This design comes from an exercise in tuning for small area, a short achievable clock period and few clock cycles on the open sky130 flow, not from production work.
In this exercise RTL edits were held to simulation tests only and were not proved equivalent to the original.

## flow/design.v (module list and top-level ports; edited modules follow where they fit)
// module rhws_cordic: 104 lines
// module rhws_sq2: 932 lines
// module random_heading_waypoint_stepper: 430 lines
module random_heading_waypoint_stepper (
    input  wire logic        clk,
    input  wire logic        rst_n,
    input  wire logic        cfg_we,
    input  wire logic [1:0]  cfg_addr,
    input  wire logic [30:0] cfg_wdata,
    input  wire logic        in_valid,
    output logic             in_ready,
    input  wire logic [31:0] in_current_north,
    input  wire logic [31:0] in_current_east,
    input  wire logic [31:0] in_current_down,
    input  wire logic [15:0] in_heading,
    input  wire logic [15:0] in_random_value,
    output logic             out_valid,
    input  wire logic        out_ready,
    output logic [1:0]       out_event_res,
    output logic [31:0]      out_target_north,
    output logic [31:0]      out_target_east,
    output logic [31:0]      out_target_down,
    output logic [31:0]      out_distance_sq
);
  // ...
==> flow/flow/run.sh <==
#!/bin/bash
set -euo pipefail
cat config.mk > config_in.log 2>&1
sed 's/SETUP_SLACK_MARGIN=[0-9.]*/SETUP_SLACK_MARGIN=6.5/' standard.sh > standard_margin.sh
cat standard_margin.sh > standard_margin_sh.log
bash standard_margin.sh > standard_run.log 2>&1
==> flow/standard.sh <==
#!/bin/bash
# synth_recipe.tcl (not shown) runs the flow's synth.tcl, then flattens the netlist and writes it again
# the make line also repeats each setting of config.mk as NAME=value (left out here)
make -C /OpenROAD-flow-scripts/flow DESIGN_CONFIG=/design/flow/config.mk WORK_HOME=/design/flow/orfs CLKGATE_MAP_FILE= SYNTH_SCRIPT=/design/flow/synth_recipe.tcl "${@:-finish}"
==> flow/config.mk <==
export PLATFORM = sky130hd
export DESIGN_NAME = random_heading_waypoint_stepper
export DESIGN_NICKNAME = random_heading_waypoint_stepper
export VERILOG_FILES = /design/flow/design.v
export SDC_FILE = /design/flow/constraint.sdc
export NUM_CORES = 4
export LEC_CHECK = 0
export ABC_CLOCK_PERIOD_IN_PS = 6000
export CAP_MARGIN = 20
export CORE_MARGIN = 2
export CORE_UTILIZATION = 55
export SETUP_SLACK_MARGIN = 5
export SLEW_MARGIN = 20
==> flow/constraint.sdc <==
create_clock -name core_clock -period 13.0 [get_ports {clk}]
set_input_delay 2.6000 -clock core_clock [delete_from_list [all_inputs] [get_ports {clk}]]
set_output_delay 2.6000 -clock core_clock [all_outputs]
set_load 0.01 [all_outputs]
==> summary.md, run 1 <==
| Metric | Value |
|---|---|
| Status | complete, no violations |
| Initial antenna violation count | 14 |
| Syn. warnings | 2 |
| Final cell count without fillers | 11.66k |
| Final Skew | roughly 0.063 ns |
| Boundary Pins | 298 |
| Met2 wire length | ~130000 µm |
| Largest net degree at the start of global routing | around 140 |
| Maxcap violations | 0 |
| Layout cells sized above 1 | 16.43% |
| FF+latch area | 18400 µm² |
| Type of origin of the critical path | register |
| Sink Count | 687 |
| Clock-cell share | 2.984% |
| Ys async rst share | 21.11% |
| Layout clock buffers | 119 |
| Max Root-Sink Buffers | 3 |
| Commonest cells after routing, fill and taps aside | xnor2_1, inv_1, ha_1 |
| Post-Place Worst Slack | 3.053 ns |
| Area of the core | 152100 µm² |
| Non-clock buffer share | 8.416% |
| Effective utilization at floorplan | 55.48% |
| Syn Inst Count | 9146 |
| Post-cts gate resize count | approximately 500 |
| Syn_nets | 10.60k |
| Endpoints failing hold | 0 |
Testbench counts, summed over its fixed seeds: cycles 10,937.
==> module rhws_cordic, before the edit <==
module rhws_cordic (
    input  wire logic                 clk,
    input  wire logic                 init,
    input  wire logic [46:0]          xmag,      
    input  wire logic [15:0]          ang,       
    output logic signed [XW-1:0]      x_out,
    output logic signed [XW-1:0]      y_out,
    output logic                      zpos,
    output logic [3:0]                it_out
);
    logic signed [XW-1:0] x_reg, y_reg;
    logic signed [ZW-1:0] z_reg;
    logic [3:0]           it_reg;
    function automatic logic [ZW-1:0] atan_lut(input logic [3:0] idx);
        case (idx)
            4'd1:    atan_lut = 32'd316933406;
            4'd2:    atan_lut = 32'd167458907;
            4'd3:    atan_lut = 32'd85004756;
            4'd4:    atan_lut = 32'd42667331;
            4'd5:    atan_lut = 32'd21354465;
            4'd6:    atan_lut = 32'd10679838;
            4'd7:    atan_lut = 32'd5340245;
            4'd8:    atan_lut = 32'd2670163;
            4'd9:    atan_lut = 32'd1335087;
            4'd10:   atan_lut = 32'd667544;
            4'd11:   atan_lut = 32'd333772;
            4'd12:   atan_lut = 32'd166886;
            4'd13:   atan_lut = 32'd83443;
            4'd14:   atan_lut = 32'd41722;
            4'd15:   atan_lut = 32'd20861;
            default: atan_lut = 32'd0;
        endcase
    endfunction
    logic                 fold, d0neg;
    logic [15:0]          angf;
    logic signed [XW-1:0] xp, xn;
    logic signed [ZW-1:0] z0;
    assign fold  = ang[15] ^ ang[14];
    assign angf  = {ang[15] ^ fold, ang[14:0]};
    assign z0    = $signed({angf, 16'd0});
    assign d0neg = z0[ZW-1];
    assign xp    = $signed({1'b0, xmag});
    assign xn    = -xp;
    logic [3:0]           ia, ib, iab;
    logic                 pa, pb;
    logic signed [ZW-1:0] za, zb, ata, atb;
    logic signed [XW-1:0] ysa, ysb, ysab, xsa, xsb, xsab;
    logic [14:0]          bmask;
    logic [15:0]          cx_sum, cy_sum;
    logic                 cxc, cyc;
    logic signed [XW-1:0] ax1, ax2, ax3, ay1, ay2, ay3;
    logic [1:0]           kx, ky;
    logic signed [XW-1:0] xb, yb;
    assign ia  = it_reg;
    assign ib  = it_reg + 4'd1;
    assign ata = atan_lut(ia);
    assign atb = atan_lut(ib);
    assign pa = !z_reg[ZW-1];
    assign za = z_reg + (pa ? ~ata : ata) + ZW'(pa);
    assign pb = !za[ZW-1];
    assign zb = za + (pb ? ~atb : atb) + ZW'(pb);
    assign ysa  = y_reg >>> ia;
    assign ysb  = y_reg >>> ib;
    assign ysab = y_reg >>> ({1'b0, ia} + {1'b0, ib});
    assign xsa  = x_reg >>> ia;
    assign xsb  = x_reg >>> ib;
    assign xsab = x_reg >>> ({1'b0, ia} + {1'b0, ib});
    assign bmask  = ~(15'h7FFF << ib);
    assign cx_sum = {1'b0, y_reg[14:0] | ~bmask} + {1'b0, (pa ? xsa[14:0] : ~xsa[14:0]) & bmask} + 16'(!pa);
    assign cy_sum = {1'b0, x_reg[14:0] | ~bmask} + {1'b0, (pa ? ~ysa[14:0] : ysa[14:0]) & bmask} + 16'(pa);
    assign cxc    = cx_sum[15];
    assign cyc    = cy_sum[15];
    assign ax1 = pa ? ~ysa : ysa;
    assign ax2 = pb ? ~ysb : ysb;
    assign ax3 = (pa ^ pb) ? xsab : ~xsab;
    assign kx  = 2'(pa) + (pb ? 2'(2'd2 - 2'(cxc)) : 2'(cxc));
    assign ay1 = pa ? xsa : ~xsa;
    assign ay2 = pb ? xsb : ~xsb;
    assign ay3 = (pa ^ pb) ? ysab : ~ysab;
    assign ky  = 2'(!pa) + (pb ? 2'(cyc) : 2'(2'd2 - 2'(cyc)));
    assign xb = x_reg + ax1 + ax2 + ax3 + {{(XW-2){1'b0}}, kx};
    assign yb = y_reg + ay1 + ay2 + ay3 + {{(XW-2){1'b0}}, ky};
    always_ff @(posedge clk)
    begin
        if (init)
        begin
            x_reg  <= fold ? xn : xp;
            y_reg  <= (fold ^ d0neg) ? xn : xp;
            z_reg  <= d0neg ? (z0 + 32'sd536870912) : (z0 - 32'sd536870912);
            it_reg <= 4'd1;
        end
        else
        begin
            x_reg  <= xb;
            y_reg  <= yb;
            z_reg  <= zb;
            it_reg <= it_reg + 4'd2;
        end
    end
    assign zpos   = !z_reg[ZW-1];
    assign x_out  = x_reg;
    assign y_out  = y_reg;
    assign it_out = it_reg;
endmodule
==> module random_heading_waypoint_stepper, before the edit <==
module random_heading_waypoint_stepper (
    input  wire logic        clk,
    input  wire logic        rst_n,
    input  wire logic        cfg_we,
    input  wire logic [1:0]  cfg_addr,
    input  wire logic [30:0] cfg_wdata,
    input  wire logic        in_valid,
    output logic             in_ready,
    input  wire logic [31:0] in_current_north,
    input  wire logic [31:0] in_current_east,
    input  wire logic [31:0] in_current_down,
    input  wire logic [15:0] in_heading,
    input  wire logic [15:0] in_random_value,
    output logic             out_valid,
    input  wire logic        out_ready,
    output logic [1:0]       out_event_res,
    output logic [31:0]      out_target_north,
    output logic [31:0]      out_target_east,
    output logic [31:0]      out_target_down,
    output logic [31:0]      out_distance_sq
);
    localparam logic [29:0] GAIN = 30'd652032874;
    logic [30:0] step_dist_reg, max_step_reg;
    logic [15:0] tol_reg, intv_reg;
    logic [30:0] stepv;
    logic [15:0] iv;
    assign stepv = (step_dist_reg < max_step_reg) ? step_dist_reg : max_step_reg;
    assign iv    = (intv_reg == 16'd0) ? 16'd1 : intv_reg;
    always_ff @(posedge clk or negedge rst_n)
    begin
        if (!rst_n)
        begin
            step_dist_reg <= STEP_DISTANCE_RST;
            max_step_reg  <= MAX_STEP_RST;
            tol_reg       <= ARRIVAL_TOL_RST;
            intv_reg      <= CHECK_INTV_RST;
        end
        else if (cfg_we)
        begin
            case (cfg_addr)
                2'd0:    step_dist_reg <= cfg_wdata;
                2'd1:    max_step_reg  <= cfg_wdata;
                2'd2:    tol_reg       <= cfg_wdata[15:0];
                default: intv_reg      <= cfg_wdata[15:0];
            endcase
        end
    end
    localparam logic [1:0] MU_IDLE = 2'd0;
    localparam logic [1:0] MU_X    = 2'd1;
    localparam logic [1:0] MU_SLOW = 2'd2;
    localparam logic [1:0] MU_DONE = 2'd3;
    logic [1:0]  mu_st;
    logic [5:0]  mu_cnt;
    logic [29:0] mu_acc;
    logic [24:0] mu_sr;
    logic [3:0]  xdig;
    logic [33:0] mu_op;
    logic [34:0] mu_sum;
    logic [46:0] xmag;
    logic [24:0] mag_n, mag_e;
    logic [24:0] slow_op, sop_v;
    logic        slow_bit, sop_b;
    logic        mu_first, mu_shift;
    logic [31:0] slow_dist;
    logic        slow_start;
    assign xdig     = 4'(stepv >> {mu_cnt[2:0], 2'b00});
    assign slow_op  = mu_cnt[0] ? mag_e : mag_n;
    assign slow_bit = slow_op[mu_cnt[5:1]];
    assign mu_op    = (mu_st == MU_X) ? 34'(xdig) * 34'(GAIN) : (sop_b ? 34'(sop_v) : 34'd0);
    assign mu_first = (mu_st == MU_X) ? (mu_cnt == 6'd0) : (mu_cnt == 6'd1);
    assign mu_shift = !mu_cnt[0] && (mu_cnt != 6'd0);
    assign mu_sum   = 35'(mu_first ? 30'd0 : mu_acc) + 35'(mu_op);
    assign xmag     = {mu_acc[28:0], mu_sr[24:7]};
    assign slow_dist = (mu_acc[29:23] != 7'd0) ? 32'hFFFF_FFFF : {mu_acc[22:0], mu_sr[24:16]};
    always_ff @(posedge clk or negedge rst_n)
    begin
        if (!rst_n)
        begin
            mu_st  <= MU_X;
            mu_cnt <= 6'd0;
        end
        else if (cfg_we && (cfg_addr == 2'd0 || cfg_addr == 2'd1))
        begin
            mu_st  <= MU_X;
            mu_cnt <= 6'd0;
        end
        else
        begin
            case (mu_st)
                MU_X:
                begin
                    mu_cnt <= mu_cnt + 6'd1;
                    if (mu_cnt == 6'd7)
                        mu_st <= MU_IDLE;
                end
                MU_SLOW:
                begin
                    mu_cnt <= mu_cnt + 6'd1;
                    if (mu_cnt == 6'd50)
                        mu_st <= MU_DONE;
                end
                MU_DONE:
                begin
                    if (push)
                    begin
                        mu_st  <= MU_X;
                        mu_cnt <= 6'd0;
                    end
                end
                default:
                begin
                    if (slow_start)
                    begin
                        mu_st  <= MU_SLOW;
                        mu_cnt <= 6'd0;
                    end
                end
            endcase
        end
    end
    always_ff @(posedge clk)
    begin
        if (mu_st == MU_X)
        begin
            mu_acc <= mu_sum[33:4];
            mu_sr  <= {mu_sum[3:0], mu_sr[24:4]};
        end
        else if (mu_st == MU_SLOW && mu_cnt != 6'd0)
        begin
            if (mu_shift)
            begin
                mu_acc <= mu_sum[30:1];
                mu_sr  <= {mu_sum[0], mu_sr[24:1]};
            end
            else
            begin
                mu_acc <= mu_sum[29:0];
            end
        end
        if (mu_st == MU_SLOW)
        begin
            sop_v <= slow_op;
            sop_b <= slow_bit;
        end
    end
    logic [15:0] tick_reg, rem_reg;
    logic        rbusy;
    logic [3:0]  rcnt;
    logic [15:0] tick_inc, rem_inc;
    logic [16:0] ra;
    logic [16:0] ra_s;
    logic        fire;
    assign tick_inc = tick_reg + 16'd1;
    assign rem_inc  = (tick_inc == 16'd0 || rem_reg + 16'd1 == iv) ? 16'd0 : rem_reg + 16'd1;
    assign ra   = {(rcnt == 4'd0) ? 16'd0 : rem_reg, tick_reg[4'd15 - rcnt]};
    assign ra_s = ra - {1'b0, iv};
    always_ff @(posedge clk or negedge rst_n)
    begin
        if (!rst_n)
        begin
            tick_reg <= 16'd0;
            rem_reg  <= 16'd0;
            rbusy    <= 1'b0;
            rcnt     <= 4'd0;
        end
        else if (cfg_we && cfg_addr == 2'd3)
        begin
            rbusy <= 1'b1;
            rcnt  <= 4'd0;
        end
        else if (rbusy)
        begin
            rem_reg <= ra_s[16] ? ra[15:0] : ra_s[15:0];
            rcnt    <= rcnt + 4'd1;
            if (rcnt == 4'd15)
                rbusy <= 1'b0;
        end
        else if (fire)
        begin
            tick_reg <= tick_inc;
            rem_reg  <= rem_inc;
        end
    end
    logic [1:0]  tolst;
    logic [31:0] tolsq_reg;
    always_ff @(posedge clk or negedge rst_n)
    begin
        if (!rst_n)
            tolst <= 2'd1;
        else if (cfg_we && cfg_addr == 2'd2)
            tolst <= 2'd1;
        else if (tolst == 2'd1)
            tolst <= 2'd2;
        else
            tolst <= 2'd0;
    end
    logic        held_reg;
    logic [31:0] tn_reg, te_reg, td_reg;
    logic        r1v;
    logic        r1_chk;
    logic [32:0] r1_mn, r1_me;       
    logic        r1_sn, r1_se;       
    logic [31:0] r1_d;
    logic [15:0] r1_ang;
    logic        r1_small, r1_big, r1_mid;
    logic        ov, sv;
    logic [1:0]  o_ev, s_ev;
    logic [31:0] o_dist, s_dist;
    logic        push_sq, push_new, push;
    logic [1:0]  p_ev;
    logic [31:0] p_dist;
    logic [32:0] dn, de, mn, me;
    logic        sm_n, sm_e, bg_n, bg_e;
    logic [15:0] ang_in;
    assign dn = {tn_reg[31], tn_reg} - {in_current_north[31], in_current_north};
    assign de = {te_reg[31], te_reg} - {in_current_east[31], in_current_east};
    assign mn = dn ^ {33{dn[32]}};
    assign me = de ^ {33{de[32]}};
    assign sm_n = (mn[32:16] == 17'd0);
    assign sm_e = (me[32:16] == 17'd0);
    assign bg_n = (mn[32:24] != 9'd0);
    assign bg_e = (me[32:24] != 9'd0);
    assign ang_in = in_heading + {1'b0, in_random_value[15:1]} - 16'd16384;
    logic signed [XW-1:0] cx, cy;
    logic                 czpos;
    logic [3:0]           cit;
    logic                 r1_new, c_last, c_hold;
    assign r1_new = r1v && !held_reg;
    assign c_last = r1_new && (cit == 4'd15);
    assign c_hold = c_last && (ov || sv);
    rhws_cordic u_cordic (
        .clk    (clk),
        .init   (fire || c_hold),
        .xmag   (xmag),
        .ang    (fire ? ang_in : r1_ang),
        .x_out  (cx),
        .y_out  (cy),
        .zpos   (czpos),
        .it_out (cit)
    );
    logic slow_word;
    assign slow_word  = r1_chk && r1_mid;
    assign slow_start = r1v && held_reg && slow_word;
    assign mag_n      = r1_mn[24:0] + 25'(r1_sn);
    assign mag_e      = r1_me[24:0] + 25'(r1_se);
    logic r1_moves;
    assign r1_moves = r1v && held_reg && !sv && (!slow_word || mu_st == MU_DONE);
    assign in_ready = (mu_st == MU_IDLE) && !rbusy && (tolst == 2'd0)
                   && (!r1v || r1_moves || (c_last && !ov && !sv && rem_inc != 16'd0));
    assign fire     = in_valid && in_ready;
    always_ff @(posedge clk)
    begin
        if (in_ready || tolst == 2'd1)
        begin
            r1_d   <= in_current_down;
            r1_ang <= ang_in;
            r1_chk <= (rem_inc == 16'd0);
            if (tolst == 2'd1)
            begin
                r1_mn    <= {17'd0, tol_reg};
                r1_me    <= 33'd0;
                r1_sn    <= 1'b0;
                r1_se    <= 1'b0;
                r1_small <= 1'b1;
                r1_big   <= 1'b0;
                r1_mid   <= 1'b0;
            end
            else
            begin
                r1_mn    <= mn;
                r1_me    <= me;
                r1_sn    <= dn[32];
                r1_se    <= de[32];
                r1_small <= sm_n && sm_e;
                r1_big   <= bg_n || bg_e;
                r1_mid   <= !(sm_n && sm_e) && !(bg_n || bg_e);
            end
        end
    end
    logic [32:0] sq0, sq1;
    logic [33:0] sq;
    logic [34:0] sqd;
    logic        reach;
    rhws_sq2 u_sq (
        .mn   (r1_mn[15:0]),
        .sn   (r1_sn),
        .me   (r1_me[15:0]),
        .se   (r1_se),
        .row0 (sq0),
        .row1 (sq1)
    );
    assign sq    = {1'b0, sq0} + {1'b0, sq1};
    assign sqd   = {2'b0, sq0} + {2'b0, sq1} + ~{3'b0, tolsq_reg};
    assign reach = r1_small && sqd[34];
    always_ff @(posedge clk)
    begin
        if (tolst == 2'd2)
            tolsq_reg <= sq[31:0];
    end
    logic signed [XW-1:0] xs, ys, xsel, ysel;
    logic [32:0]          r1_dn, r1_de;
    logic signed [51:0]   fn, fe;
    logic [31:0]          new_n, new_e;
    assign r1_dn = r1_mn ^ {33{r1_sn}};
    assign r1_de = r1_me ^ {33{r1_se}};
    assign xs   = cx >>> 15;
    assign ys   = cy >>> 15;
    assign ysel = czpos ? ~ys : ys;
    assign xsel = czpos ? xs : ~xs;
    assign fn = {{4{tn_reg[31]}}, tn_reg, 16'd0} - {{3{r1_dn[32]}}, r1_dn, 16'd0}
              + {{4{cx[XW-1]}}, cx} + {{4{ysel[XW-1]}}, ysel} + {51'd0, czpos} + 52'd32768;
    assign fe = {{4{te_reg[31]}}, te_reg, 16'd0} - {{3{r1_de[32]}}, r1_de, 16'd0}
              + {{4{cy[XW-1]}}, cy} + {{4{xsel[XW-1]}}, xsel} + {51'd0, !czpos} + 52'd32768;
    function automatic logic [31:0] sat32(input logic signed [35:0] v);
        if (v > 36'sh0_7FFF_FFFF)
            sat32 = 32'h7FFF_FFFF;
        else if (v < -36'sh0_8000_0000)
            sat32 = 32'h8000_0000;
        else
            sat32 = v[31:0];
    endfunction
    assign new_n = sat32(fn[51:16]);
    assign new_e = sat32(fe[51:16]);
    assign push_sq  = r1_moves;
    assign push_new = c_last && !ov && !sv;
    assign push     = push_sq || push_new;
    always_comb
    begin
        if (push_new)
        begin
            p_ev   = EV_NEW;
            p_dist = 32'd0;
        end
        else if (!r1_chk)
        begin
            p_ev   = EV_IDLE;
            p_dist = 32'd0;
        end
        else if (r1_big)
        begin
            p_ev   = EV_FAR;
            p_dist = 32'hFFFF_FFFF;
        end
        else if (r1_mid)
        begin
            p_ev   = EV_FAR;
            p_dist = slow_dist;
        end
        else
        begin
            p_ev   = reach ? EV_REACHED : EV_FAR;
            p_dist = {14'd0, sq[33:16]};
        end
    end
    always_ff @(posedge clk or negedge rst_n)
    begin
        if (!rst_n)
        begin
            held_reg <= 1'b0;
            r1v      <= 1'b0;
            ov       <= 1'b0;
            sv       <= 1'b0;
        end
        else
        begin
            if (push_new)
                held_reg <= 1'b1;
            else if (push_sq && r1_chk && reach)
                held_reg <= 1'b0;
            if (fire)
                r1v <= 1'b1;
            else if (push)
                r1v <= 1'b0;
            if (ov && out_ready)
            begin
                if (sv)
                    sv <= 1'b0;
                else if (!push)
                    ov <= 1'b0;
            end
            else if (!ov)
            begin
                if (push)
                    ov <= 1'b1;
            end
            else if (push)
            begin
                sv <= 1'b1;
            end
        end
    end
    always_ff @(posedge clk)
    begin
        if (push_new)
        begin
            tn_reg <= new_n;
            te_reg <= new_e;
            td_reg <= r1_d;
        end
        if (ov && out_ready)
        begin
            if (sv)
            begin
                o_ev   <= s_ev;
                o_dist <= s_dist;
            end
            else
            begin
                o_ev   <= p_ev;
                o_dist <= p_dist;
            end
        end
        else if (!ov)
        begin
            o_ev   <= p_ev;
            o_dist <= p_dist;
        end
        else if (push)
        begin
            s_ev   <= p_ev;
            s_dist <= p_dist;
        end
    end
    assign out_valid        = ov;
    assign out_event_res    = o_ev;
    assign out_distance_sq  = o_dist;
    assign out_target_north = tn_reg;
    assign out_target_east  = te_reg;
    assign out_target_down  = td_reg;
endmodule
==> run 2, diff against run 1 <==
--- a/flow/design.v
+++ b/flow/design.v
@@ -27,7 +27,8 @@
     output logic [3:0]                it_out
 );
     logic signed [XW-1:0] x_reg, y_reg;
-    logic signed [ZW-1:0] z_reg;
+    logic signed [ZW-1:0] z_reg;         
+    logic                 pa_reg;        
     logic [3:0]           it_reg;
     function automatic logic [ZW-1:0] atan_lut(input logic [3:0] idx);
         case (idx)
@@ -61,22 +62,27 @@
     assign xn    = -xp;
     logic [3:0]           ia, ib, iab;
     logic                 pa, pb;
-    logic signed [ZW-1:0] za, zb, ata, atb;
+    logic signed [ZW-1:0] z1, z2, zc, zd, at1, atb, atc;
     logic signed [XW-1:0] ysa, ysb, ysab, xsa, xsb, xsab;
     logic [14:0]          bmask;
     logic [15:0]          cx_sum, cy_sum;
     logic                 cxc, cyc;
     logic signed [XW-1:0] ax1, ax2, ax3, ay1, ay2, ay3;
-    logic [1:0]           kx, ky;
+    logic                 ex, ey;
+    logic [XW-1:0]        xs1, xc1, xs2, xc2, ys1, yc1, ys2, yc2;
+    logic [XW:0]          xt, yt;
     logic signed [XW-1:0] xb, yb;
     assign ia  = it_reg;
     assign ib  = it_reg + 4'd1;
-    assign ata = atan_lut(ia);
     assign atb = atan_lut(ib);
-    assign pa = !z_reg[ZW-1];
-    assign za = z_reg + (pa ? ~ata : ata) + ZW'(pa);
-    assign pb = !za[ZW-1];
-    assign zb = za + (pb ? ~atb : atb) + ZW'(pb);
+    assign atc = atan_lut(ib + 4'd1);
+    assign pa = pa_reg;
+    assign pb = !z_reg[ZW-1];
+    assign zc = z_reg + (pb ? ~atb : atb) + ZW'(pb);
+    assign zd = zc + (!zc[ZW-1] ? ~atc : atc) + ZW'(!zc[ZW-1]);
+    assign at1 = atan_lut(4'd1);
+    assign z1  = d0neg ? (z0 + 32'sd536870912) : (z0 - 32'sd536870912);
+    assign z2  = z1 + (!z1[ZW-1] ? ~at1 : at1) + ZW'(!z1[ZW-1]);
     assign ysa  = y_reg >>> ia;
     assign ysb  = y_reg >>> ib;
     assign ysab = y_reg >>> ({1'b0, ia} + {1'b0, ib});
@@ -91,31 +97,43 @@
     assign ax1 = pa ? ~ysa : ysa;
     assign ax2 = pb ? ~ysb : ysb;
     assign ax3 = (pa ^ pb) ? xsab : ~xsab;
-    assign kx  = 2'(pa) + (pb ? 2'(2'd2 - 2'(cxc)) : 2'(cxc));
+    assign ex  = pb ^ cxc;
     assign ay1 = pa ? xsa : ~xsa;
     assign ay2 = pb ? xsb : ~xsb;
     assign ay3 = (pa ^ pb) ? ysab : ~ysab;
-    assign ky  = 2'(!pa) + (pb ? 2'(cyc) : 2'(2'd2 - 2'(cyc)));
-    assign xb = x_reg + ax1 + ax2 + ax3 + {{(XW-2){1'b0}}, kx};
-    assign yb = y_reg + ay1 + ay2 + ay3 + {{(XW-2){1'b0}}, ky};
+    assign ey  = !(pb ^ cyc);
+    assign xs1 = x_reg ^ ax1 ^ ax2;
+    assign xc1 = {(x_reg[XW-2:0] & ax1[XW-2:0]) | (x_reg[XW-2:0] & ax2[XW-2:0]) | (ax1[XW-2:0] & ax2[XW-2:0]), pa};
+    assign xs2 = xs1 ^ xc1 ^ ax3;
+    assign xc2 = {(xs1[XW-2:0] & xc1[XW-2:0]) | (xs1[XW-2:0] & ax3[XW-2:0]) | (xc1[XW-2:0] & ax3[XW-2:0]), pb};
+    assign xt  = {xs2, ex} + {xc2, ex};
+    assign xb  = xt[XW:1];
+    assign ys1 = y_reg ^ ay1 ^ ay2;
+    assign yc1 = {(y_reg[XW-2:0] & ay1[XW-2:0]) | (y_reg[XW-2:0] & ay2[XW-2:0]) | (ay1[XW-2:0] & ay2[XW-2:0]), !pa};
+    assign ys2 = ys1 ^ yc1 ^ ay3;
+    assign yc2 = {(ys1[XW-2:0] & yc1[XW-2:0]) | (ys1[XW-2:0] & ay3[XW-2:0]) | (yc1[XW-2:0] & ay3[XW-2:0]), !pb};
+    assign yt  = {ys2, ey} + {yc2, ey};
+    assign yb  = yt[XW:1];
     always_ff @(posedge clk)
     begin
         if (init)
         begin
             x_reg  <= fold ? xn : xp;
             y_reg  <= (fold ^ d0neg) ? xn : xp;
-            z_reg  <= d0neg ? (z0 + 32'sd536870912) : (z0 - 32'sd536870912);
+            pa_reg <= !z1[ZW-1];
+            z_reg  <= z2;
             it_reg <= 4'd1;
         end
         else
         begin
             x_reg  <= xb;
             y_reg  <= yb;
-            z_reg  <= zb;
+            pa_reg <= !zc[ZW-1];
+            z_reg  <= zd;
             it_reg <= it_reg + 4'd2;
         end
     end
-    assign zpos   = !z_reg[ZW-1];
+    assign zpos   = pa_reg;
     assign x_out  = x_reg;
     assign y_out  = y_reg;
     assign it_out = it_reg;
@@ -1114,7 +1132,7 @@
     logic [5:0]  mu_cnt;
     logic [29:0] mu_acc;
     logic [24:0] mu_sr;
-    logic [3:0]  xdig;
+    logic [3:0]  xdig, xd_reg;
     logic [33:0] mu_op;
     logic [34:0] mu_sum;
     logic [46:0] xmag;
@@ -1127,8 +1145,8 @@
     assign xdig     = 4'(stepv >> {mu_cnt[2:0], 2'b00});
     assign slow_op  = mu_cnt[0] ? mag_e : mag_n;
     assign slow_bit = slow_op[mu_cnt[5:1]];
-    assign mu_op    = (mu_st == MU_X) ? 34'(xdig) * 34'(GAIN) : (sop_b ? 34'(sop_v) : 34'd0);
-    assign mu_first = (mu_st == MU_X) ? (mu_cnt == 6'd0) : (mu_cnt == 6'd1);
+    assign mu_op    = (mu_st == MU_X) ? 34'(xd_reg) * 34'(GAIN) : (sop_b ? 34'(sop_v) : 34'd0);
+    assign mu_first = (mu_cnt == 6'd1);
     assign mu_shift = !mu_cnt[0] && (mu_cnt != 6'd0);
     assign mu_sum   = 35'(mu_first ? 30'd0 : mu_acc) + 35'(mu_op);
     assign xmag     = {mu_acc[28:0], mu_sr[24:7]};
@@ -1151,7 +1169,7 @@
                 MU_X:
                 begin
                     mu_cnt <= mu_cnt + 6'd1;
-                    if (mu_cnt == 6'd7)
+                    if (mu_cnt == 6'd8)
                         mu_st <= MU_IDLE;
                 end
                 MU_SLOW:
@@ -1181,7 +1199,8 @@
     end
     always_ff @(posedge clk)
     begin
-        if (mu_st == MU_X)
+        xd_reg <= xdig;
+        if (mu_st == MU_X && mu_cnt != 6'd0)
         begin
             mu_acc <= mu_sum[33:4];
             mu_sr  <= {mu_sum[3:0], mu_sr[24:4]};
==> run 2 against run 1 <==
Effect of this change:
- still clean on timing, DRC and antenna
- via count rose by 5.2%
- final cell count rose by 4.5%
- die area rose by 3.1%
- utilization fell by 2.4 points
- critical path depth fell by 7
- critical endpoint is now o_dist[15]
==> summary.md, run 2 <==
| Metric | Value |
|---|---|
| DR iter-0 viols | ~9k |
| DRT Pass-1 Iters | 8 |
| Type of origin of the critical path | register |
| CTS tree | done |
| EDFF count, synth | 388 |
| Synth area leaders | fa_1, edfxtp_1, ha_1 |
| Setup crit end | o_dist[15] |
| Sink Count | 669 (-2.6%) |
| Critical path class | reg2reg |
| CP Data Arrival Time | about 7.3 ns |
| Most common cell in the netlist | inv_1 |
| Setup tns final | 0 ns |
| Worst slew margin | 13.84% |
| Syn Area/Cell | 8.843 µm² |
| Met3 WL | 38350 µm |
| Synth top area share | 13.57% |
| Syn_nets | 11.31k (+6.6%) |
| Ys async rst share | 21.67% (+0.57 points) |
| Crit path from | r1_mn[1] |
| Critical Path End Type | register |
| Effective utilization at floorplan | 55.51% (about the same) |
| Status | complete, no violations |
| Boundary Pins | 298 (unchanged) |
| Largest net degree at the start of global routing | 99 (-28%) |
| Max Root-Sink Buffers | 3 (unchanged) |
| Commonest cells after routing, fill and taps aside | inv_1, nand2_1, xnor2_1 |
| # nets final | 11.52k |
| Compound-cell area share of the yosys netlist | 15.41% |
| Global-route wire length before repair | around 480000 µm |
| Port Buffers | 296 |
| Top cells by count, synth | inv_1, nand2_1, xnor2_1 |
| DRC violations left | 0 |
| Endpoints failing hold | 0 (unchanged) |
| Area of the core | 156800 µm² (+3.1%) |
| Seq/Total Area, Yosys | between 20 and 25% |
| Max FO, Critical Path | 5 |
| Post-synth top area cell | fa_1 |
| Die width | approximately 400 µm |
| Syn Inst Count | 9840 (+7.6%) |
| H-tree Lvls | 3 |
| Die height | 401.8 µm |
| GRT Total Usage | 39.65% |
| Die ar. | between 150000 and 200000 µm² |
| Worst-skew pair later-pin latency | 0.75 ns |
| Synthesized cell area | around 87000 µm² |
| Routed WL | 330800 µm |
| Min-Delay Startpoint | r1_d[16] |
| Layout cells sized above 1 | 12.31% (-4.1 points) |
| Area Overhead vs Synth | 14.44% |
| #FFs+latches synth | 669 |
| Number of global-route vias before repair | 74.45k |
| Vias per inst | 6.351 |
| Worst-path clk slew | 0.06 ns |
| Maxcap violations | 0 (unchanged) |
| Num CTS Buffers | 84 |
| RR Startpoint | r1_mn[1] |
| Wirelength per Cell | 27.13 µm |
| Clk Tree Root Cell | clkbuf_16 |
| Uppermost layer routed | met5 |
| Xor-xnor portion of the synthesized cell area | 10.57% |
| Final setup vio count | 0 |
| Post-place instance area | roughly 92000 µm² |
| Final Util | 63.53% |
| Worst r2r path cells | 27 |
| Initial antenna violation count | 19 (+5) |
| Post-Synth Adder-Cell Area | 23.80% |
| Primary FF master, synth | edfxtp_1 |
| Min Tclk post-route | a little under 7 ns |
| Worst Tran Pin Value | between 1 and 1.5 ns |
| Global route total overflow | 0 |
| Vias | 77.42k |
| Commonest non-fill, non-tap cell in the layout | inv_1 |
| M1 wire length | 130200 µm |
| Post-CTS Hold Fix Bufs | 0 |
| FILL cells | 13.31k |
| Worst min path class | reg2reg |
| Multiplexer share of the synthesized area | 8.764% |
| Met2 wire length | 141400 µm (+8.3%) |
| Pins Over Slew Limit | 0 |
| Final Cycle Share | 53.06% |
| Syn. warnings | 2 (unchanged) |
| RSZ-0062 raised after global routing | true |
| # rows | 145 |
| Final Skew | 0.06624 ns (+0.003685 ns) |
| Post-DP HPWL | 249500 µm |
| Flop-to-flop setup slack | approximately 6.1 ns |
| Peak Freq | 145.0 MHz |
| FF-to-FF End | o_dist[15] |
| Yosys cell types | 105 |
| Main combinational cell family by area after synthesis | adder cells |
| GP Congestion | between 1 and 1.5 |
| Routed Antenna Nets | 0 |
| Fin area | 99580 µm² |
| CP required | between 10 and 15 ns |
| Area share of and/or/nand/nor cells after synthesis | roughly 13% |
-- run 2: logic make-up (layout without fill, tap and decap cells) --
group / Yosys count / count (layout)
fa+ha+maj: 1301 / 1301
flops: 669 / 669
xor+xnor: 1047 / 1048
mux: 573 / 573
other cells: 0 / 10
compound gates: 2129 / 2130
simple gates: 2449 / 2449
buf+inv: 1672 / 1953
-- run 2: worst min-delay path by stage --
stage	to	slack, ns	cells after the start
after floorplan	td_reg[0]	0.40	0
final	td_reg[16]	0.42	0
after detailed placement	td_reg[24]	0.40	0
after global placement	td_reg[9]	0.40	0
after CTS	td_reg[16]	0.42	0
after global routing	td_reg[20]	0.42	0
-- run 2: final cells by class --
class	instances	area (µm²)	area share, %
Clock inverter	50	742.0	0.7451
Antenna cell	10	25.02	0.02513
Timing Repair Buffer	662	6556	6.584
Clock buffer	108	2236	2.245
Multi-Input combinational cell	7501	65090	65.37
Sequential cell	669	18060	18.14
Tap cell	2058	2575	2.586
Inverter	1133	4292	4.310
-- run 2: critical path: stages (launching register included) --
cell and delay, ns:
edfxtp_1 0.55, buf_6 0.21, buf_6 0.11, buf_6 0.12, nand2_4 0.05, fa_1 0.43
fa_1 0.52, fa_2 0.56, inv_2 0.04, fa_2 0.34, inv_2 0.06, fa_1 0.40
inv_1 0.08, fa_2 0.47, buf_6 0.14, ha_4 0.27, nand4_1 0.19, buf_4 0.20
nor2_1 0.21, a21oi_4 0.08, a31oi_4 0.23, o31ai_4 0.07, buf_6 0.14, o211ai_1 0.25
nand2_1 0.14, xnor2_2 0.19, a21bo_2 0.24, mux2_2 0.26
-- run 2: per-stage QoR --
| stage | worst slack [ns] | hold slack [ns] | cells |
|---|---|---|---|
| after global placement | 3.776 | 0.4007 | 11803 |
| final | 6.102 | 0.4187 | 12191 |
| after detailed placement | 3.633 | 0.4045 | 11805 |
| after global routing | 5.983 | 0.4221 | 12181 |
| after CTS | 6.234 | 0.4186 | 12089 |
| after floorplan | 6.331 | 0.4003 | 9840 |
-- run 2: routing by layer --
| metal | vias up | track usage, % |
|---|---|---|
| met5 | - | 1.160 |
| met4 | 26 | 19.67 |
| li1 | 34235 | - |
| met3 | 973 | 11.14 |
| met1 | 37821 | 52.31 |
| met2 | 4368 | 59.63 |
-- run 2: repair_timing --
action,CTS,global route
buffers inserted,120,86
gates cloned,6,4
resized for setup,277,285
pin swaps,112,152
setup endpoints to repair,254,179
Testbench counts of run 2, summed over its fixed seeds: cycles 10,937.
==> run 3, diff against run 2 <==
--- a/flow/design.v
+++ b/flow/design.v
@@ -84,10 +84,10 @@
     assign z1  = d0neg ? (z0 + 32'sd536870912) : (z0 - 32'sd536870912);
     assign z2  = z1 + (!z1[ZW-1] ? ~at1 : at1) + ZW'(!z1[ZW-1]);
     assign ysa  = y_reg >>> ia;
-    assign ysb  = y_reg >>> ib;
+    assign ysb  = ysa >>> 1;         
     assign ysab = y_reg >>> ({1'b0, ia} + {1'b0, ib});
     assign xsa  = x_reg >>> ia;
-    assign xsb  = x_reg >>> ib;
+    assign xsb  = xsa >>> 1;
     assign xsab = x_reg >>> ({1'b0, ia} + {1'b0, ib});
     assign bmask  = ~(15'h7FFF << ib);
     assign cx_sum = {1'b0, y_reg[14:0] | ~bmask} + {1'b0, (pa ? xsa[14:0] : ~xsa[14:0]) & bmask} + 16'(!pa);
@@ -1283,9 +1283,9 @@
     logic [31:0] r1_d;
     logic [15:0] r1_ang;
     logic        r1_small, r1_big, r1_mid;
-    logic        ov, sv;
-    logic [1:0]  o_ev, s_ev;
-    logic [31:0] o_dist, s_dist;
+    logic        ov, o_free;
+    logic [1:0]  o_ev;
+    logic [31:0] o_dist;
     logic        push_sq, push_new, push;
     logic [1:0]  p_ev;
     logic [31:0] p_dist;
@@ -1307,7 +1307,8 @@
     logic                 r1_new, c_last, c_hold;
     assign r1_new = r1v && !held_reg;
     assign c_last = r1_new && (cit == 4'd15);
-    assign c_hold = c_last && (ov || sv);
+    assign o_free = !ov || out_ready;
+    assign c_hold = c_last && !o_free;
     rhws_cordic u_cordic (
         .clk    (clk),
         .init   (fire || c_hold),
@@ -1323,10 +1324,12 @@
     assign slow_start = r1v && held_reg && slow_word;
     assign mag_n      = r1_mn[24:0] + 25'(r1_sn);
     assign mag_e      = r1_me[24:0] + 25'(r1_se);
-    logic r1_moves;
-    assign r1_moves = r1v && held_reg && !sv && (!slow_word || mu_st == MU_DONE);
-    assign in_ready = (mu_st == MU_IDLE) && !rbusy && (tolst == 2'd0)
-                   && (!r1v || r1_moves || (c_last && !ov && !sv && rem_inc != 16'd0));
+    logic r1_moves, rdy_go, rdy_q;
+    assign r1_moves = r1v && held_reg && o_free && (!slow_word || mu_st == MU_DONE);
+    assign rdy_go   = (mu_st == MU_IDLE) && !rbusy && (tolst == 2'd0);
+    assign rdy_q    = (r1v && held_reg && (!slow_word || mu_st == MU_DONE))
+                   || (c_last && rem_inc != 16'd0);
+    assign in_ready = rdy_go && (!r1v || (rdy_q && !ov) || (rdy_q && out_ready));
     assign fire     = in_valid && in_ready;
     always_ff @(posedge clk)
     begin
@@ -1402,7 +1405,7 @@
     assign new_n = sat32(fn[51:16]);
     assign new_e = sat32(fe[51:16]);
     assign push_sq  = r1_moves;
-    assign push_new = c_last && !ov && !sv;
+    assign push_new = c_last && o_free;
     assign push     = push_sq || push_new;
     always_comb
     begin
@@ -1439,7 +1442,6 @@
             held_reg <= 1'b0;
             r1v      <= 1'b0;
             ov       <= 1'b0;
-            sv       <= 1'b0;
         end
         else
         begin
@@ -1451,22 +1453,10 @@
                 r1v <= 1'b1;
             else if (push)
                 r1v <= 1'b0;
-            if (ov && out_ready)
-            begin
-                if (sv)
-                    sv <= 1'b0;
-                else if (!push)
-                    ov <= 1'b0;
-            end
-            else if (!ov)
-            begin
-                if (push)
-                    ov <= 1'b1;
-            end
-            else if (push)
-            begin
-                sv <= 1'b1;
-            end
+            if (push)
+                ov <= 1'b1;
+            else if (out_ready)
+                ov <= 1'b0;
         end
     end
     always_ff @(posedge clk)
@@ -1477,29 +1467,11 @@
             te_reg <= new_e;
             td_reg <= r1_d;
         end
-        if (ov && out_ready)
-        begin
-            if (sv)
-            begin
-                o_ev   <= s_ev;
-                o_dist <= s_dist;
-            end
-            else
-            begin
-                o_ev   <= p_ev;
-                o_dist <= p_dist;
-            end
-        end
-        else if (!ov)
+        if (push)
         begin
             o_ev   <= p_ev;
             o_dist <= p_dist;
         end
-        else if (push)
-        begin
-            s_ev   <= p_ev;
-            s_dist <= p_dist;
-        end
     end
     assign out_valid        = ov;
     assign out_event_res    = o_ev;
==> flow/flow/run.sh (replaced) <==
#!/bin/bash
set -euo pipefail
cat config.mk > config_in.log 2>&1
sed 's/SETUP_SLACK_MARGIN=[0-9.]*/SETUP_SLACK_MARGIN=6.3/' standard.sh > standard_margin.sh
cat standard_margin.sh > standard_margin_sh.log
bash standard_margin.sh > standard_run.log 2>&1
--- a/flow/config.mk
+++ b/flow/config.mk
@@ -8,6 +8,6 @@
 export ABC_CLOCK_PERIOD_IN_PS = 6000
 export CAP_MARGIN = 20
 export CORE_MARGIN = 2
-export CORE_UTILIZATION = 55
+export CORE_UTILIZATION = 50
 export SETUP_SLACK_MARGIN = 5
 export SLEW_MARGIN = 20
==> run 3 against run 2 <==
Effect of this change:
- synthesized cell count shrank 4.6%
- clock-buffer cell count decreased by 2
- largest cell class unchanged
- register-to-register slack gained 0.29 ns
- routed wire length decreased by 11%
- critical endpoint is now r1_big
- final area down 6.4%
- global-route usage shrank 5.3 points
- utilization shrank 6.3 points
- critical path depth shrank 10
- sequential cell count down 35
- clock skew rose by 0.0056 ns
==> summary.md, run 3 <==
| Metric | Value |
|---|---|
| Seq/Total Area, Yosys | 20.67% (-0.036 points) |
| Syn Area/Cell | 8.747 µm² (-1.1%) |
| Worst min path class | reg2reg |
| #FFs+latches synth | 634 (-5.2%) |
| Final cell count without fillers | 11.84k (-2.9%) |
| Largest net degree at the start of global routing | 83 (-16%) |
| Worst-path clk slew | 0.06 ns (about the same) |
| Routed Antenna Nets | 0 (unchanged) |
| # rows | 148 (+2.1%) |
| # nets final | 11.06k (-4.0%) |
| Critical Path End Type | register |
| Worst slew margin | 19.00% (+5.2 points) |
| RR Startpoint | r1_mn[0] |
| Area of the core | 163000 µm² (+4.0%) |
| Synth area leaders | fa_1, edfxtp_1, ha_1 |
| Vias per inst | 5.982 (-5.8%) |
| Num CTS Buffers | 82 (-2.4%) |
| DR iter-0 viols | 7361 (-18%) |
| Peak Freq | 150.9 MHz (+4.1%) |
| Critical path class | in2reg |
| Most common cell in the netlist | inv_1 |
| Hold slack | 0.4126 ns (-0.006089 ns) |
| Syn. warnings | 2 (unchanged) |
| Port Buffers | 296 (unchanged) |
| Yosys cell types | 95 (-9.5%) |
| GP Congestion | 0.9875 (-7.3%) |
| Flop-to-flop setup slack | 6.39 ns (+0.29 ns) |
| EDFF count, synth | 354 (-8.8%) |
| DRT Pass-1 Iters | 6 (-2) |
| CTS tree | done |
| Syn Inst Count | 9387 (-4.6%) |
| Ys async rst share | 22.71% (+1.0 points) |
| CP required | 13.50 ns (+0.06 ns) |
| DRC violations left | 0 (unchanged) |
| FF-to-FF End | o_ev[0] |
| Vias | 70.84k (-8.5%) |
| Pins Over Slew Limit | 0 (unchanged) |
| Synthesized cell area | 82110 µm² (-5.6%) |
| Primary FF master, synth | edfxtp_1 |
| Synth top area share | 14.39% (+0.81 points) |
| Layout cells sized above 1 | 9.097% (-3.2 points) |
| Final Cycle Share | 50.99% (-2.1 points) |
| Final Skew | 0.07182 ns (+0.005582 ns) |
| Setup crit end | r1_big |
| Area Overhead vs Synth | 13.51% |
| Clk Tree Root Cell | clkbuf_16 |
| Post-DP HPWL | 226200 µm (-9.4%) |
| Placed cell count | 11.55k (-2.2%) |
| Effective utilization at floorplan | 50.39% (-5.1 points) |
| Syn_nets | 10.86k (-4.0%) |
| CP Data Arrival Time | 7.13 ns (-0.21 ns) |
| Worst-skew pair later-pin latency | 0.76 ns (about the same) |
| Die width | 409.2 µm (+1.9%) |
| Die height | 409.2 µm (+1.9%) |
| Initial antenna violation count | 13 (-6) |
| Type of origin of the critical path | input port |
| Worst Tran Pin Value | 1.202 ns (-0.07328 ns) |
| Boundary Pins | 298 (unchanged) |
| GRT Total Usage | 34.31% (-5.3 points) |
| Commonest non-fill, non-tap cell in the layout | inv_1 |
| Final setup vio count | 0 (unchanged) |
| Commonest cells after routing, fill and taps aside | inv_1, nand2_1, xnor2_1 |
| Maxcap violations | 0 (unchanged) |
| Post-synth top area cell | fa_1 |
| Global route total overflow | 0 (unchanged) |
| Global-route wire length before repair | 435600 µm (-9.5%) |
| RSZ-0062 raised after global routing | true |
| Die ar. | 167500 µm² (+3.8%) |
| Crit path from | in_current_north[6] |
| Max Root-Sink Buffers | 3 (unchanged) |
| Worst r2r path cells | 27 (unchanged) |
| Endpoints failing hold | 0 (unchanged) |
| Setup tns final | 0 ns (unchanged) |
| Top cells by count, synth | inv_1, nand2_1, ha_1 |
| Sink Count | 634 (-5.2%) |
| Number of global-route vias before repair | 69.12k (-7.2%) |
| Max FO, Critical Path | 4 (-1) |
| H-tree Lvls | 3 (unchanged) |
| Min Tclk post-route | 6.629 ns (-0.2689 ns) |
| Wirelength per Cell | 24.80 µm (-8.6%) |
| Status | complete, no violations |
| Routed WL | 293700 µm (-11%) |
## run 3: cell count changes after synthesis, moves of 21 or more
| cell | delta |
|---|---|
| a21oi_1 | -24 |
| a22o_1 | +22 |
| buf_1 | -31 |
| clkbuf_1 | -83 |
| edfxtp_1 | -34 |
| mux2_2 | -45 |
| mux2i_1 | -84 |
| mux4_2 | -69 |
| nor2_1 | -69 |
| nor4_1 | +38 |
| o21ai_0 | -42 |
| o22ai_1 | +21 |
| o31ai_1 | -21 |
## run 3: metal layers
metal | vias up | routed length (µm) | track usage (%)
li1 | 32489 | - | -
met1 | 34825 | 124800 | 47.99
met2 | 3006 | 126900 | 51.76
met3 | 515 | 28570 | 7.242
met4 | 6 | 13390 | 13.60
met5 | - | 43 | 0
## run 3: how the worst min path moves through the flow
stage | from | endpoint | slack (ns) | cells past startpoint
finish | r1_d[9] | td_reg[9] | 0.41 | 0
global route | r1_d[9] | td_reg[9] | 0.42 | 0
CTS | r1_d[9] | td_reg[9] | 0.41 | 0
detailed placement | r1_d[21] | td_reg[21] | 0.40 | 0
global placement | r1_d[20] | td_reg[20] | 0.40 | 0
floorplan | r1_d[0] | td_reg[0] | 0.40 | 0
## run 3: kinds of logic after synthesis
group           count (synthesis)  synth area share, %
mux                           376                5.772
xor+xnor                     1045                11.15
flops                         634                20.67
compound gates               2102                16.21
fa+ha+maj                    1302                25.24
buf+inv                      1568                7.269
simple gates                 2360                13.69
## run 3: timing repair
item,in CTS,in global routing
setup endpoints to repair,223,118
setup buffers,84,38
resized for setup,159,171
pin swaps,41,87
hold buffers,0,0
gates cloned,7,4
## run 3: layout make-up
cell class                      instances  area, µm²
Antenna cell                            5      12.51
Clock buffer                          106       2265
Clock inverter                         46      763.2
Fill cell                           14850      69760
Inverter                             1132       4265
Multi-Input combinational cell       7186      60670
Sequential cell                       634      17010
Tap cell                             2175       2721
Timing Repair Buffer                  556       5480
Timing Repair inverter                  2      12.51
## run 3: per-stage QoR
stage               utilization, %  setup slack [ns]  cell area, µm²
floorplan                        -             5.687           82280
global placement             53.63             3.683           87400
detailed placement           53.63             3.545           87400
CTS                          56.45             6.279           91990
global route                 57.19             6.126           93190
finish                       57.19             6.371           93200
## run 3: worst max-delay path, stage by stage
cell and delay (ns):
clkdlybuf4s50_1 0.47, inv_1 0.09, ha_1 0.27, or3_1 0.40, or2_2 0.30, o211ai_1 0.28, a21oi_1 0.14, o2111ai_1 0.53
o221ai_1 0.31, o41ai_2 0.42, o21ai_0 0.19, o32ai_1 0.17, buf_4 0.24, o2111a_1 0.20, nand4_1 0.09, buf_4 0.22
and2_1 0.18
Testbench counts of run 3, summed over its fixed seeds: cycles 10,937.
==> run 4, diff against run 3 <==
--- a/flow/config.mk
+++ b/flow/config.mk
@@ -6,8 +6,8 @@
 export NUM_CORES = 4
 export LEC_CHECK = 0
 export ABC_CLOCK_PERIOD_IN_PS = 6000
-export CAP_MARGIN = 20
+export CAP_MARGIN = 10
 export CORE_MARGIN = 2
 export CORE_UTILIZATION = 50
 export SETUP_SLACK_MARGIN = 5
-export SLEW_MARGIN = 20
+export SLEW_MARGIN = 10
==> run 4 against run 3 <==
Effect of this change:
- still clean
- via count about the same
- utilization about the same
- clock-buffer cell count unchanged
- die area unchanged
- maximum frequency increased by 0.32%
- global-route usage unchanged
- routed wire length about the same
- synthesized cell count unchanged
==> summary.md, run 4 <==
| Metric | Value |
|---|---|
| Maxcap violations | 0 (unchanged) |
| Max Root-Sink Buffers | 3 (unchanged) |
| DR iter-0 viols | 7473 (+1.5%) |
| Hold depth | 0 (unchanged) |
| Routed Antenna Nets | 0 (unchanged) |
| Critical path class | reg2reg |
| Syn Inst Count | 9387 (unchanged) |
| Most common cell in the netlist | inv_1 |
| Worst min path class | reg2reg |
| Critical-path top delay cell | fa_1 |
| Vias per inst | 5.978 (about the same) |
| Setup tns final | 0 ns (unchanged) |
| Commonest cells after routing, fill and taps aside | inv_1, nand2_1, xnor2_1 |
| Synth area leaders | fa_1, edfxtp_1, ha_1 |
| Synth top area share | 14.39% (unchanged) |
| Yosys cell types | 95 (unchanged) |
| Number of global-route vias before repair | 69.12k (unchanged) |
| H-tree Lvls | 3 (unchanged) |
| Ys async rst share | 22.71% (unchanged) |
| Port Buffers | 296 (unchanged) |
| Met2 Use GR | 51.76% (unchanged) |
| Worst Tran Pin Value | 1.190 ns (-0.01202 ns) |
| Die height | 409.2 µm (unchanged) |
| Boundary Pins | 298 (unchanged) |
| Primary FF master, synth | edfxtp_1 |
| Worst-path clk slew | 0.06 ns (about the same) |
| Post-CTS Hold Fix Bufs | 0 (unchanged) |
| Post-place instance area | 87400 µm² (unchanged) |
| Status | complete, no violations |
| Post-synth top area cell | fa_1 |
| # rows | 148 (unchanged) |
| Syn Area/Cell | 8.747 µm² (unchanged) |
| Final Util | 57.19% (about the same) |
| Sink Count | 634 (unchanged) |
| Endpoints failing hold | 0 (unchanged) |
| Area of the core | 163000 µm² (unchanged) |
| CTS tree | done |
| Initial antenna violation count | 13 (unchanged) |
| Met3 Track Usage GR | 7.242% (unchanged) |
| Worst r2r path cells | 28 (+3.7%) |
| Syn. warnings | 2 (unchanged) |
| Type of origin of the critical path | register |
| Area Overhead vs Synth | 13.51% (about the same) |
| GRT Total Usage | 34.31% (unchanged) |
| CP required | 13.49 ns (about the same) |
| Max FO, Critical Path | 3 (-1) |
| #FFs+latches synth | 634 (unchanged) |
| Syn_nets | 10.86k (unchanged) |
| Top cells by count, synth | inv_1, nand2_1, ha_1 |
| # nets final | 11.07k (+0.045%) |
| Seq/Total Area, Yosys | 20.67% (unchanged) |
| EDFF count, synth | 354 (unchanged) |
| Die ar. | 167500 µm² (unchanged) |
| Effective utilization at floorplan | 50.39% (unchanged) |
| DRT Pass-1 Iters | 5 (-1) |
| GP Congestion | 0.9875 (unchanged) |
| RSZ-0062 raised after global routing | true |
| Vias | 70.81k (-0.038%) |
| Min Tclk post-route | 6.608 ns (-0.02104 ns) |
| CP peak stage delay | 0.58 ns (+0.05 ns) |
| Layout cells sized above 1 | 9.134% (+0.037 points) |
| Critical Path End Type | register |
| Worst slew margin | 20.45% (+1.5 points) |
| Met1 Use GR | 47.99% (unchanged) |
| Largest net degree at the start of global routing | 83 (unchanged) |
| Final Cycle Share | 50.83% (-0.16 points) |
| GR peak layer | met2 |
| Synthesized cell area | 82110 µm² (unchanged) |
| Most frequent CP cell | fa_1 |
| Pins Over Slew Limit | 0 (unchanged) |
| Clk Tree Root Cell | clkbuf_16 |
| Num CTS Buffers | 82 (unchanged) |
| Worst-skew pair later-pin latency | 0.76 ns (about the same) |
| Peak Freq | 151.3 MHz (+0.32%) |
| Global route total overflow | 0 (unchanged) |
| Global-route wire length before repair | 435600 µm (unchanged) |
| Commonest non-fill, non-tap cell in the layout | inv_1 |
| Die width | 409.2 µm (unchanged) |
| Post-DP HPWL | 226200 µm (unchanged) |
| Final Skew | 0.07209 ns (+0.0002738 ns) |
| DRC violations left | 0 (unchanged) |
| Fin area | 93200 µm² (about the same) |
| CP Data Arrival Time | 7.10 ns (-0.03 ns) |
| Routed WL | 293600 µm (about the same) |
| Wirelength per Cell | 24.79 µm (about the same) |
| Final setup vio count | 0 (unchanged) |
==> run 4: cells by family after synthesis <==
family                   Yosys count  share of synthesized area [%]
AO/OA/AOI/OAI                   2102                          16.21
XOR/XNOR                        1045                          11.15
adder cells (fa/ha/maj)         1302                          25.24
buffers and inverters           1568                          7.269
flip-flops                       634                          20.67
multiplexers                     376                          5.772
AND/OR/NAND/NOR                 2360                          13.69
==> run 4: area by class of cell <==
type | count | area, µm²
Fill cell | 14857 | 69760
Inverter | 1132 | 4265
Antenna cell | 4 | 10.01
Timing Repair inverter | 2 | 10.01
Timing Repair Buffer | 561 | 5485
Clock buffer | 106 | 2265
Sequential cell | 634 | 17010
Clock inverter | 46 | 763.2
Tap cell | 2175 | 2721
Multi-Input combinational cell | 7186 | 60670
==> run 4: final timing paths <==
kind,start,to,slack (ns)
max in group asynchronous,rst_n,max_step_reg[3],9.74
hold / removal,r1_d[9],td_reg[9],0.41
min in group asynchronous,rst_n,tick_reg[5],1.89
setup reg to reg,r1_mn[10],o_ev[0],6.39
hold reg to reg,r1_d[9],td_reg[9],0.41
setup / recovery,r1_mn[10],o_ev[0],6.39
==> run 4: per-stage QoR <==
stage	cells	hold slack, ns	worst slack [ns]
after floorplan	9387	0.4003	5.687
after global placement	11550	0.4001	3.683
after detailed placement	11550	0.4045	3.545
after CTS	11793	0.4113	6.279
after global routing	11842	0.4194	6.126
final	11846	0.4134	6.392
==> run 4: critical path, delay by kind of cell (launching register included) <==
kind | cells | cell delay [ns]
compound gates | 8 | 1.25
fa+ha+maj | 8 | 3.57
buf+inv | 7 | 0.47
flops | 1 | 0.50
simple gates | 5 | 0.54
==> run 4: layer usage <==
layer,part of all wire [%],wire length (µm)
met5,0.015,43
met4,4.7,13690
met3,9.9,29020
met2,43,126500
met1,42,124300
==> run 4: timing repair <==
item                                    in CTS  in global routing
pin swaps                                   41                 88
resized for setup                          159                171
buffers inserted                            84                 45
cloned                                       7                  4
endpoints found under the setup margin     223                119
==> run 5, diff against run 4 <==
==> flow/flow/run.sh (replaced) <==
#!/bin/bash
set -euo pipefail
cat config.mk > config_in.log 2>&1
sed 's/SETUP_SLACK_MARGIN=[0-9.]*/SETUP_SLACK_MARGIN=6.6/' standard.sh > standard_margin.sh
cat standard_margin.sh > standard_margin_sh.log
bash standard_margin.sh > standard_run.log 2>&1
--- a/flow/config.mk
+++ b/flow/config.mk
@@ -6,8 +6,8 @@
 export NUM_CORES = 4
 export LEC_CHECK = 0
 export ABC_CLOCK_PERIOD_IN_PS = 6000
-export CAP_MARGIN = 10
+export CAP_MARGIN = 20
 export CORE_MARGIN = 2
 export CORE_UTILIZATION = 50
 export SETUP_SLACK_MARGIN = 5
-export SLEW_MARGIN = 10
+export SLEW_MARGIN = 20
==> run 5 against run 4 <==
Effect of this change:
- critical path type unchanged
- first-iteration DRC count about the same
- register-to-register slack improved by 0.08 ns
- routed wire length increased by 2.6%
- critical path depth decreased by 5
- maximum frequency increased by 1.2%
- global-route usage increased by 0.88 points
==> summary.md, run 5 <==
| Metric | Value |
|---|---|
| Routed Antenna Nets | 0 (unchanged) |
| Worst slew margin | 25.96% (+5.5 points) |
| CTS tree | done |
| Area share of and/or/nand/nor cells after synthesis | 13.69% (unchanged) |
| Critical path class | reg2reg |
| Multiplexer share of the synthesized area | 5.772% (unchanged) |
| Endpoints failing hold | 0 (unchanged) |
| Setup tns final | 0 ns (unchanged) |
| Syn Inst Count | 9387 (unchanged) |
| Routed WL | 301100 µm (+2.6%) |
| Synth top area share | 14.39% (unchanged) |
| Commonest cells after routing, fill and taps aside | inv_1, nand2_1, xnor2_1 |
| Ys async rst share | 22.71% (unchanged) |
| RSZ-0062 raised after global routing | true |
| Largest net degree at the start of global routing | 91 (+9.6%) |
| Die width | 409.2 µm (unchanged) |
| Post-synth top area cell | fa_1 |
| Post-DP HPWL | 227900 µm (+0.74%) |
| Most common cell in the netlist | inv_1 |
| Syn_nets | 10.86k (unchanged) |
| Syn. warnings | 2 (unchanged) |
| # rows | 148 (unchanged) |
| DRC violations left | 0 (unchanged) |
| Num CTS Buffers | 82 (unchanged) |
| Die height | 409.2 µm (unchanged) |
| GRT Total Usage | 35.19% (+0.88 points) |
| H-tree Lvls | 3 (unchanged) |
| Worst-path clk slew | 0.07 ns (about the same) |
| Yosys cell types | 95 (unchanged) |
| Worst r2r path cells | 23 (-18%) |
| Main combinational cell family by area after synthesis | adder cells |
| Number of global-route vias before repair | 69.82k (+1.0%) |
| Wirelength per Cell | 25.17 µm (+1.6%) |
| Flop-to-flop setup slack | 6.47 ns (+0.08 ns) |
| Seq/Total Area, Yosys | 20.67% (unchanged) |
| Syn Area/Cell | 8.747 µm² (unchanged) |
| Primary FF master, synth | edfxtp_1 |
| Final Cycle Share | 50.22% (-0.60 points) |
| Crit path from | r1_mn[10] |
| Post-Synth Adder-Cell Area | 25.24% (unchanged) |
| CP required | 13.52 ns (+0.03 ns) |
| Post-Place Worst Slack | 4.272 ns (+0.7271 ns) |
| Xor-xnor portion of the synthesized cell area | 11.15% (unchanged) |
| # nets final | 11.18k (+1.0%) |
| Boundary Pins | 298 (unchanged) |
| Die ar. | 167500 µm² (unchanged) |
| Worst-skew pair later-pin latency | 0.77 ns (about the same) |
| Max Root-Sink Buffers | 3 (unchanged) |
| CP Data Arrival Time | 7.05 ns (-0.05 ns) |
| Sink Count | 634 (unchanged) |
| Global route total overflow | 0 (unchanged) |
| Peak Freq | 153.2 MHz (+1.2%) |
| Effective utilization at floorplan | 50.39% (unchanged) |
| Maxcap violations | 0 (unchanged) |
| Max FO, Critical Path | 6 (+3) |
| Vias per inst | 5.981 (about the same) |
| Pins Over Slew Limit | 0 (unchanged) |
| Port Buffers | 296 (unchanged) |
| Global-route wire length before repair | 445900 µm (+2.4%) |
| GP Congestion | 1.008 (+2.1%) |
| Worst Tran Pin Value | 1.108 ns (-0.08245 ns) |
| Setup crit end | o_dist[14] |
| Worst min path class | reg2reg |
| DRT Pass-1 Iters | 8 (+3) |
| RR Startpoint | r1_mn[10] |
| Layout cells sized above 1 | 11.77% (+2.6 points) |
| Min Tclk post-route | 6.529 ns (-0.07858 ns) |
| Compound-cell area share of the yosys netlist | 16.21% (unchanged) |
| Final Skew | 0.09251 ns (+0.02042 ns) |
| Type of origin of the critical path | register |
| Commonest non-fill, non-tap cell in the layout | inv_1 |
| DR iter-0 viols | 7468 (-0.067%) |
| #FFs+latches synth | 634 (unchanged) |
| Final WS setup | 6.471 ns (+0.07858 ns) |
| EDFF count, synth | 354 (unchanged) |
| Synth area leaders | fa_1, edfxtp_1, ha_1 |
| Status | complete, no violations |
| Area Overhead vs Synth | 15.66% |
| Post-CTS Hold Fix Bufs | 0 (unchanged) |
| Vias | 71.54k (+1.0%) |
| Initial antenna violation count | 8 (-5) |
| Top cells by count, synth | inv_1, nand2_1, ha_1 |
| Clk Tree Root Cell | clkbuf_16 |
| Synthesized cell area | 82110 µm² (unchanged) |
| FF-to-FF End | o_dist[14] |
| Final setup vio count | 0 (unchanged) |
| Hold slack | 0.4150 ns (+0.001583 ns) |
| Area of the core | 163000 µm² (unchanged) |
| Critical Path End Type | register |
-- run 5: changes by cell type in the layout (fill, tap and decap cells not counted), moves of 15 or more --
cell,before,now
buf_4,214,297
a21oi_1,567,550
inv_1,1116,1091
a21oi_2,29,44
inv_2,9,32
-- run 5: layout make-up --
class                   count  area (µm²)
flip-flops and latches    634       17010
fillers                 14682       67990
repair inverters            1       5.005
clock buffers             100        2203
inverters                1132        4275
well taps                2175        2721
multi-input cells        7186       61360
repair buffers            675        6653
clock inverters            54       716.9
diodes                      5       12.51
-- run 5: metrics by stage --
step,area (µm²),utilization [%],std cells
final,94960,58.28,11962
after global routing,94950,58.27,11958
after CTS,93150,57.16,11866
after detailed placement,87450,53.66,11547
after global placement,87430,53.65,11546
after floorplan,82430,-,9387
-- run 5: worst min path at each step --
| stage | startpoint | to | slack (ns) | cells past startpoint |
|---|---|---|---|---|
| 2_1_floorplan | r1_d[0] | td_reg[0] | 0.40 | 0 |
| 3_3_place_gp | r1_d[19] | td_reg[19] | 0.40 | 0 |
| 3_5_place_dp | r1_d[25] | td_reg[25] | 0.40 | 0 |
| 4_1_cts | r1_d[25] | td_reg[25] | 0.42 | 0 |
| 5_1_grt | r1_d[20] | td_reg[20] | 0.42 | 0 |
| 6_report | r1_d[31] | td_reg[31] | 0.42 | 0 |
-- run 5: cells by family (layout without fill, tap and decap cells) --
logic type	after synthesis	count (layout)
AND/OR/NAND/NOR	2360	2361
flip-flops	634	634
XOR/XNOR	1045	1045
AO/OA/AOI/OAI	2102	2102
multiplexers	376	376
buffers and inverters	1568	1962
adder cells (fa/ha/maj)	1302	1302
other	0	5
-- run 5: what timing repair did --
item	CTS	global route
endpoints found under the setup margin	247	128
pin swaps	143	113
endpoints found under the hold margin	0	0
buffers inserted	157	84
gates cloned	8	6
resized for setup	305	252
-- run 5: critical path, cell delays in order, from the launching register on --
cell	delay (ns)
edfxtp_1	0.40
buf_12	0.14
buf_12	0.13
nand2_4	0.05
fa_1	0.58
fa_1	0.46
fa_2	0.36
fa_1	0.53
fa_1	0.54
inv_2	0.04
fa_2	0.57
ha_4	0.22
a21o_1	0.15
a21o_1	0.19
a21oi_2	0.14
o221ai_2	0.14
o41ai_4	0.45
o21a_2	0.24
o21ai_4	0.08
o31ai_4	0.31
nand2b_1	0.12
a21oi_2	0.19
xnor2_2	0.09
a21bo_2	0.19
-- run 5: metal layers --
layer | up-vias | part of all wire (%) | wire, µm | track usage (%)
met5 | - | 0 | 0 | 0
met1 | 35118 | 42 | 126600 | 48.90
met4 | 0 | 4.7 | 14130 | 14.41
li1 | 32702 | - | - | -
met3 | 566 | 10 | 30580 | 7.860
met2 | 3156 | 43 | 129900 | 52.93

[afterwards: timing with drivers on the ports]
How much do the figures lean on ideal ports? The routed layouts below were timed once more, with nothing changed but the port constraints.
Step 1 assumes that a clkbuf_16 drives the clock port and a buf_2 every other input.
Step 2, shift: input delay + t, output delay - t, t = (earliest + latest rising clock arrival at the registers) / 2. This alone moves slack from input paths to output paths.
Three values: no drivers, after step 1, after step 2; two values: the first two.
| run | shift t [ns] | setup slack, ns | worst setup path at the end | clock arrival spread, ns | worst register clock-pin slew, ns |
|---|---|---|---|---|---|
| run 1 | 0.791 | 4.724 / 4.724 / 4.724 | register to register | 0.063 / 0.063 | 0.07 / 0.07 |
| run 2 | 0.802 | 6.102 / 6.102 / 5.801 | input to register | 0.068 / 0.068 | 0.07 / 0.07 |
| run 3 | 0.811 | 6.371 / 6.362 / 5.620 | input to register | 0.072 / 0.071 | 0.07 / 0.07 |
| run 4 | 0.812 | 6.392 / 6.360 / 5.660 | input to register | 0.072 / 0.072 | 0.07 / 0.07 |
| run 5 | 0.807 | 6.471 / 6.471 / 6.012 | input to register | 0.092 / 0.092 | 0.07 / 0.07 |
After both steps every run listed still meets setup and hold. The setup slack of run 3, which loses most, moves by -0.009 ns with the drivers and by -0.751 ns with both steps.
